What follows belongs to an exercise in optimizing a design on an open flow for small area, a short achievable clock period and few clock cycles per item; a production flow would make more cautious choices. At most, simulation tests tie the RTL to the original design; equivalence was not proved. Function not checked in run 2: the RTL went through the layout flow alone. Power and IR drop assume default switching activity.

## flow/design.v (module list and top-level ports; edited modules follow where they fit)
// module conv_pair_top: 1022 lines
// module conv_fa: 10 lines
// module conv_sign_word: 29 lines
// module conv_nand2: 3 lines
// module conv_nor2: 3 lines
// module conv_xor2: 3 lines
// module conv_xnor2: 3 lines
// module conv_inv: 3 lines
// module conv_aoi21: 3 lines
// module conv_oai21: 3 lines
// module conv_mux2: 3 lines
// module conv_mux2i: 3 lines
module conv_pair_top (
    input  logic                 clk_i,
    input  logic                 reset_i,
    input  logic                 win_valid_i,
    input  logic [127:0]         win_i,            
    output logic                 credit_o,
    input  logic                 credit_i,
    output logic                 result_valid_o,
    output logic [31:0]          result_o          
);
  // ...
==> flow/flow/run.sh <==
#!/bin/bash
set -euo pipefail
bash standard.sh SETUP_SLACK_MARGIN=5.3 BUFFER_PORTS_ARGS="-buffer_cell sky130_fd_sc_hd__buf_1" finish > make.log 2>&1
==> flow/standard.sh <==
#!/bin/bash
# synth_recipe.tcl (not shown) runs the flow's synth.tcl, then flattens the netlist and writes it again
# the make line also repeats each setting of config.mk as NAME=value (left out here)
make -C /OpenROAD-flow-scripts/flow DESIGN_CONFIG=/design/flow/config.mk WORK_HOME=/design/flow/orfs CLKGATE_MAP_FILE= SYNTH_SCRIPT=/design/flow/synth_recipe.tcl "${@:-finish}"
==> flow/config.mk <==
export PLATFORM = sky130hd
export DESIGN_NAME = conv_pair_top
export DESIGN_NICKNAME = conv_pair_top
export VERILOG_FILES = /design/flow/design.v
export SDC_FILE = /design/flow/constraint.sdc
export NUM_CORES = 4
export LEC_CHECK = 0
export CAP_MARGIN = 20
export CORE_MARGIN = 2
export CORE_UTILIZATION = 60
export CTS_BUF_LIST = sky130_fd_sc_hd__clkbuf_4 sky130_fd_sc_hd__clkbuf_8
export SETUP_SLACK_MARGIN = 5.0
export SLEW_MARGIN = 20
export SYNTH_HIERARCHICAL = 1
export SYNTH_MINIMUM_KEEP_SIZE = 0
==> flow/constraint.sdc <==
create_clock -name core_clock -period 10.0 [get_ports {clk_i}]
set_input_delay 2.0000 -clock core_clock [delete_from_list [all_inputs] [get_ports {clk_i}]]
set_output_delay 2.0000 -clock core_clock [all_outputs]
set_load 0.01 [all_outputs]
==> impl_metrics.tcl, run 1 <==
set metrics [dict create \
    overflow 0 \
    crit_start "win_i[54]" \
    synth-main-ff-cell "edfxtp_1" \
    slew_viol_final 0 \
    drt_first_pass_iters 4 \
    synth.top_cell.area_share 0.3135 \
    min_from "entry_valid[1]" \
    p_per_area_nw_per_um2 267.0 \
    clk_pin_slew_worst_paths_ns 0.08 \
    worst_r2r_endpoint "out_credits[1]" \
    final_cell_area_um2 8519 \
    synth_common_cells "fa_1 (116), inv_1 (79), edfxtp_1 (68)" \
    multi_input_area_um2 4989 \
    cts_root_buf "clkbuf_8" \
    clkPwrFrac 0.107 \
    cts-hold-fix-buffers 0 \
    status "complete, no violations" \
    relSlewSlack 0.2866 \
    rr_worst_depth 7 \
    cts_tree "yes" \
    p_clk_uw 244 \
    grt_use_met1 0.3005 \
    leakagePower_uw 0.003312 \
    n_clock_buffer 11 \
    drt_iter0_markers 174 \
    reg.largest.list "entry x68, entry_valid x2, out_credits x2" \
    route.top_layer_used "met4" \
    grt.busiest_layer "met2" \
    cap_violations 0 \
    ys_top_cells_by_area "fa_1 (31%), edfxtp_1 (28%), xor2_1 (6.9%)" \
    nFillCells 965 \
    worst-path-buf-inv 2 \
    dp_hpwl_mm 12.13 \
    final_common_cell "buf_1" \
    grt_pass1_vias 5481 \
    hold_viol_final 0 \
    final-seq-area_um2 2163 \
    critPathTopFamily "adder cells" \
    synthXorXnorAreaFrac 0.09341 \
    synth_top_family_by_area "adder cells" \
    required_ns 10.08 \
    setup_ws_ns 5.379 \
    ioPinCount 166 \
]
Testbench counts, summed over its fixed seeds: cycles 968, items 960.
==> run 2: changes to the inputs <==
--- a/flow/design.v
+++ b/flow/design.v
@@ -602,3 +602,3 @@
     conv_xor2 i_p0_1 (.a(s0_5), .b(s0_7), .y(p0[1]));
-    assign gn0[2] = ~(s0_15 & 1'b0);
+    assign gn0[2] = 1'b1;
     assign tn0[2] = ~(s0_15 | 1'b0);
@@ -643,3 +643,3 @@
     conv_nor2 i_n0_122 (.a(tn0[1]), .b(tn0[0]), .y(n0_122));
-    conv_oai21 i_n0_123 (.a1(tn0[3]), .a2(gn0[2]), .b1(gn0[3]), .y(n0_123));
+    assign n0_123 = ~((tn0[3] | 1'b1) & gn0[3]);
     conv_nor2 i_n0_124 (.a(tn0[3]), .b(tn0[2]), .y(n0_124));
@@ -657,3 +657,3 @@
     conv_inv i_n0_136 (.a(n0_122), .y(n0_136));
-    conv_oai21 i_n0_137 (.a1(tn0[2]), .a2(n0_135), .b1(gn0[2]), .y(n0_137));
+    assign n0_137 = ~((tn0[2] | n0_135) & 1'b1);
     conv_nor2 i_n0_138 (.a(tn0[2]), .b(n0_136), .y(n0_138));
@@ -735,6 +735,6 @@
     conv_xor2 i_hp0_2 (.a(v0[2]), .b(k0_120), .y(hp0[2]));
-    assign hgn0[3] = ~(v0[3] & 1'b0);
+    assign hgn0[3] = 1'b1;
     assign htn0[3] = ~(v0[3] | 1'b0);
     assign hp0[3] = v0[3] ^ 1'b0;
-    assign hgn0[4] = ~(v0[4] & 1'b0);
+    assign hgn0[4] = 1'b1;
     assign htn0[4] = ~(v0[4] | 1'b0);
@@ -743,3 +743,3 @@
     conv_nor2 i_n0_192 (.a(htn0[1]), .b(htn0[0]), .y(n0_192));
-    conv_oai21 i_n0_193 (.a1(htn0[3]), .a2(hgn0[2]), .b1(hgn0[3]), .y(n0_193));
+    assign n0_193 = ~((htn0[3] | hgn0[2]) & 1'b1);
     conv_nor2 i_n0_194 (.a(htn0[3]), .b(htn0[2]), .y(n0_194));
@@ -873,3 +873,3 @@
     conv_xor2 i_p1_1 (.a(s1_201), .b(s1_203), .y(p1[1]));
-    assign gn1[2] = ~(s1_211 & 1'b0);
+    assign gn1[2] = 1'b1;
     assign tn1[2] = ~(s1_211 | 1'b0);
@@ -914,3 +914,3 @@
     conv_nor2 i_n1_318 (.a(tn1[1]), .b(tn1[0]), .y(n1_318));
-    conv_oai21 i_n1_319 (.a1(tn1[3]), .a2(gn1[2]), .b1(gn1[3]), .y(n1_319));
+    assign n1_319 = ~((tn1[3] | 1'b1) & gn1[3]);
     conv_nor2 i_n1_320 (.a(tn1[3]), .b(tn1[2]), .y(n1_320));
@@ -928,3 +928,3 @@
     conv_inv i_n1_332 (.a(n1_318), .y(n1_332));
-    conv_oai21 i_n1_333 (.a1(tn1[2]), .a2(n1_331), .b1(gn1[2]), .y(n1_333));
+    assign n1_333 = ~((tn1[2] | n1_331) & 1'b1);
     conv_nor2 i_n1_334 (.a(tn1[2]), .b(n1_332), .y(n1_334));
@@ -1006,6 +1006,6 @@
     conv_xor2 i_hp1_2 (.a(v1[2]), .b(k1_316), .y(hp1[2]));
-    assign hgn1[3] = ~(v1[3] & 1'b0);
+    assign hgn1[3] = 1'b1;
     assign htn1[3] = ~(v1[3] | 1'b0);
     assign hp1[3] = v1[3] ^ 1'b0;
-    assign hgn1[4] = ~(v1[4] & 1'b0);
+    assign hgn1[4] = 1'b1;
     assign htn1[4] = ~(v1[4] | 1'b0);
@@ -1014,3 +1014,3 @@
     conv_nor2 i_n1_388 (.a(htn1[1]), .b(htn1[0]), .y(n1_388));
-    conv_oai21 i_n1_389 (.a1(htn1[3]), .a2(hgn1[2]), .b1(hgn1[3]), .y(n1_389));
+    assign n1_389 = ~((htn1[3] | hgn1[2]) & 1'b1);
     conv_nor2 i_n1_390 (.a(htn1[3]), .b(htn1[2]), .y(n1_390));
==> run 2 against run 1 <==
Die area decreased by 0.28%. Utilization shrank 0.17 points. Combinational power grew 5%. Critical path depth unchanged. Synthesized cell count decreased by 0.30%. Clock power increased by 21%. Hold slack worse by 0.0043 ns. Register-to-register slack worse by 0.30 ns. Sequential share of layout area grew 0.060 points. First-iteration DRC count is 3.4% higher. Fmax shrank 0.58%. Setup slack worse by 0.027 ns.
==> impl_metrics.tcl, run 2 <==
set metrics [dict create \
    status "complete, no violations" \
    initial_core_util 0.6149 \
    n_antenna_cell 0 \
    die_h_um 115.0 \
    synth_common_cells "fa_1 (116), inv_1 (81), edfxtp_1 (68)" \
    yosys.area.top_type "fa_1" \
    worst-path-max-fanout 4 \
    synth-edff-count 68 \
    final_common_cell "buf_1" \
    cts_tree "yes" \
    largest_reg_flops 68 \
    vdd_drop_max_mv 0.1171 \
    areaGrowthSynthToFinish_pct 15.08 \
    yosysSeqAreaShare 0.2927 \
    synth-main-ff-cell "edfxtp_1" \
    nFillCells 923 \
    clk_pin_slew_worst_paths_ns 0.08 \
    num_rows 40 \
    end_kind "register" \
    p_per_area_nw_per_um2 283.0 \
    cap_violations 0 \
    cts_made_buffers 9 \
    clock_latency_ns 0.36 \
    drive_above_1_share 0.1351 \
    period_share 0.4648 \
    synth_seq_cells 74 \
    required_ns 10.11 \
    fp.dieW_um 115.0 \
    slew_viol_final 0 \
    grt_pass1_wl_mm 23.92 \
    synth.top_cell.area_share 0.3144 \
    top_register "entry" \
    dp_slack_ns 4.659 \
    final_cell_mix "buf_1 (129), fa_1 (112), inv_1 (79)" \
    yosys_warnings 8 \
    async_flop_share 0 \
    dp_hpwl_mm 12.17 \
    drt_first_pass_iters 4 \
    clock_skew_ns 0.01283 \
    start_kind "input port" \
    hold_class "register to register" \
    grt_start_max_net_pins 40 \
    core_um2 12010 \
    holdWs_ns 0.5102 \
    antenna_found_initial 0 \
    die_area_um2 13210 \
    final_cell_area_um2 8499 \
    num_vias 5102 \
    htree_levels 3 \
    ioPinCount 166 \
    drcViolationCount 0 \
    relSlewSlack 0.3734 \
    rsz0062_at_grt "yes" \
    setup_violations 0 \
    vias_per_cell 5.309 \
    drt_iter0_markers 180 \
    overflow 0 \
    grt_use_total 0.2375 \
    netlist_area_um2 7386 \
    min_period_ns 4.648 \
    leakagePower_uw 0.003360 \
    postRouteAntennaNets 0 \
    worst_slew_pin_slew_ns 0.9398 \
    final_nets 1070 \
    gp_congestion 0.8655 \
    numPortBuffers 147 \
    multi_input_area_um2 4915 \
    fmax_ghz 0.2152 \
    dpl_cell_area_um2 8040 \
    syn-mean-instance-area_um2 11.28 \
    path_class "input port to register" \
    wl_per_cell_um 15.67 \
    ys_top_cells_by_area "fa_1 (31%), edfxtp_1 (28%), xor2_1 (6.9%)" \
    final-seq-area_um2 2163 \
    synth.most_common_cell "fa_1" \
    crit_arrival_ns 4.75 \
    reg.largest.list "entry x68, entry_valid x2, out_credits x2" \
    clock_path_buffers 2 \
    synth.distinct_cells 37 \
    fin_tns_setup_ns 0 \
    clkSinkCount 74 \
    hold_viol_final 0 \
    grt_pass1_vias 5230 \
    cts_root_buf "clkbuf_8" \
    routed_wl_mm 15.06 \
    setup_ws_ns 5.352 \
    synth_cells 655 \
]
==> run 2: changes by cell type in the layout (fill, tap and decap cells not counted), moves of 5 or more <==
cell     delta
nor2_1      +8
nor2_2      -7
conb_1      -6
a21oi_1    +11
a21oi_2     -8
o21ai_1     -5
==> run 2: power by group <==
part | leakage, µW | internal, µW | switching, µW
Clock | 0.000128 | 179 | 115
Sequential | 0.000689 | 577 | 32.2
Combinational | 0.00254 | 614 | 887
Total | 0.00336 | 1370 | 1030
==> run 2: cell families after synthesis <==
family	synth area share
and+or+nand+nor	0.07115
adders and majority gates	0.3364
AOI/OAI and AO/OA	0.08657
buffers and inverters	0.05980
xor gates and xnor gates	0.09368
DFF	0.2927
muxes	0.05912
other	0.0005077
==> run 2: final timing paths <==
path | start | to | slack [ns] | cells past startpoint
setup / recovery | win_i[54] | entry[28] | 5.35 | 11
hold reg to reg | entry_valid[1] | entry_valid[1] | 0.51 | 2
setup reg to reg | rd_ptr | out_credits[1] | 7.94 | 6
hold / removal | entry_valid[1] | entry_valid[1] | 0.51 | 2
==> run 2: final cells by class <==
class,instances,area share
Tap cell,147,0.02164
Clock buffer,12,0.01796
Sequential cell,74,0.2545
Multi-Input combinational cell,485,0.5782
Inverter,81,0.03607
Clock inverter,4,0.01163
Timing Repair Buffer,158,0.07994
==> run 2: metal layers <==
layer / up-vias / track usage / share of wire
met4: 0 / 0.09478 / 0.023
met3: 22 / 0.03321 / 0.048
met5: - / 0 / 0
li1: 2439 / - / -
met2: 149 / 0.4188 / 0.53
met1: 2492 / 0.2977 / 0.40
==> run 2: timing repair <==
action | CTS | global route
cloned | 0 | 0
setup endpoints to repair | 20 | 32
pin swaps | 4 | 19
gates resized for setup | 14 | 32
setup buffers | 3 | 6
hold buffers | 0 | 0
==> run 2: modules after synthesis (local to each module, per instance) <==
module	cells inside	flip-flops and latches	times used
conv_aoi21	1	0	22
conv_fa	1	0	116
conv_inv	1	0	22
conv_mux2i	1	0	4
conv_nand2	1	0	44
conv_nor2	1	0	56
conv_oai21	1	0	34
conv_pair_top	251	74	1
conv_sign_word	22	0	2
conv_xnor2	1	0	14
conv_xor2	1	0	48
==> run 2: metrics by stage <==
stage / instances / power, µW / utilization
2_1_floorplan: 656 / 1707 / -
3_3_place_gp: 935 / 1949 / 0.6694
3_5_place_dp: 935 / 2005 / 0.6694
4_1_cts: 954 / 2335 / 0.6942
5_1_grt: 961 / 2584 / 0.7076
6_report: 961 / 2406 / 0.7076
==> run 2: critical path: stages <==
cell,delay (ns)
clkbuf_4,0.16
fa_1,0.58
fa_1,0.44
fa_1,0.50
nor2_1,0.28
nor2_4,0.08
a21oi_2,0.19
o21ai_4,0.10
buf_4,0.17
a21oi_2,0.13
xnor2_1,0.12

==> port drivers added, routing unchanged <==
Ports are ideal in the flow. The routed layouts listed here were re-timed in OpenROAD. Step 1 assumes that a clkbuf_16 drives the clock port and a buf_2 every other input. Step 2 times the ports against the registers' clock, not the clock port: input delays grow and output delays shrink by t, the midpoint of the rising clock arrivals with the driver on. Three values: no drivers, after step 1, after step 2; two values: the first two.
run	t (ns)	setup slack, ns	hold slack, ns	clock arrival spread, ns	pins driven straight from the clock port
run 1	0.372	5.379 / 5.364 / 4.991	0.514 / 0.514 / 0.514	0.008 / 0.009	1
run 2	0.391	5.352 / 5.355 / 4.964	0.510 / 0.510 / 0.510	0.014 / 0.014	1
After both steps setup and hold are still met in every run listed.
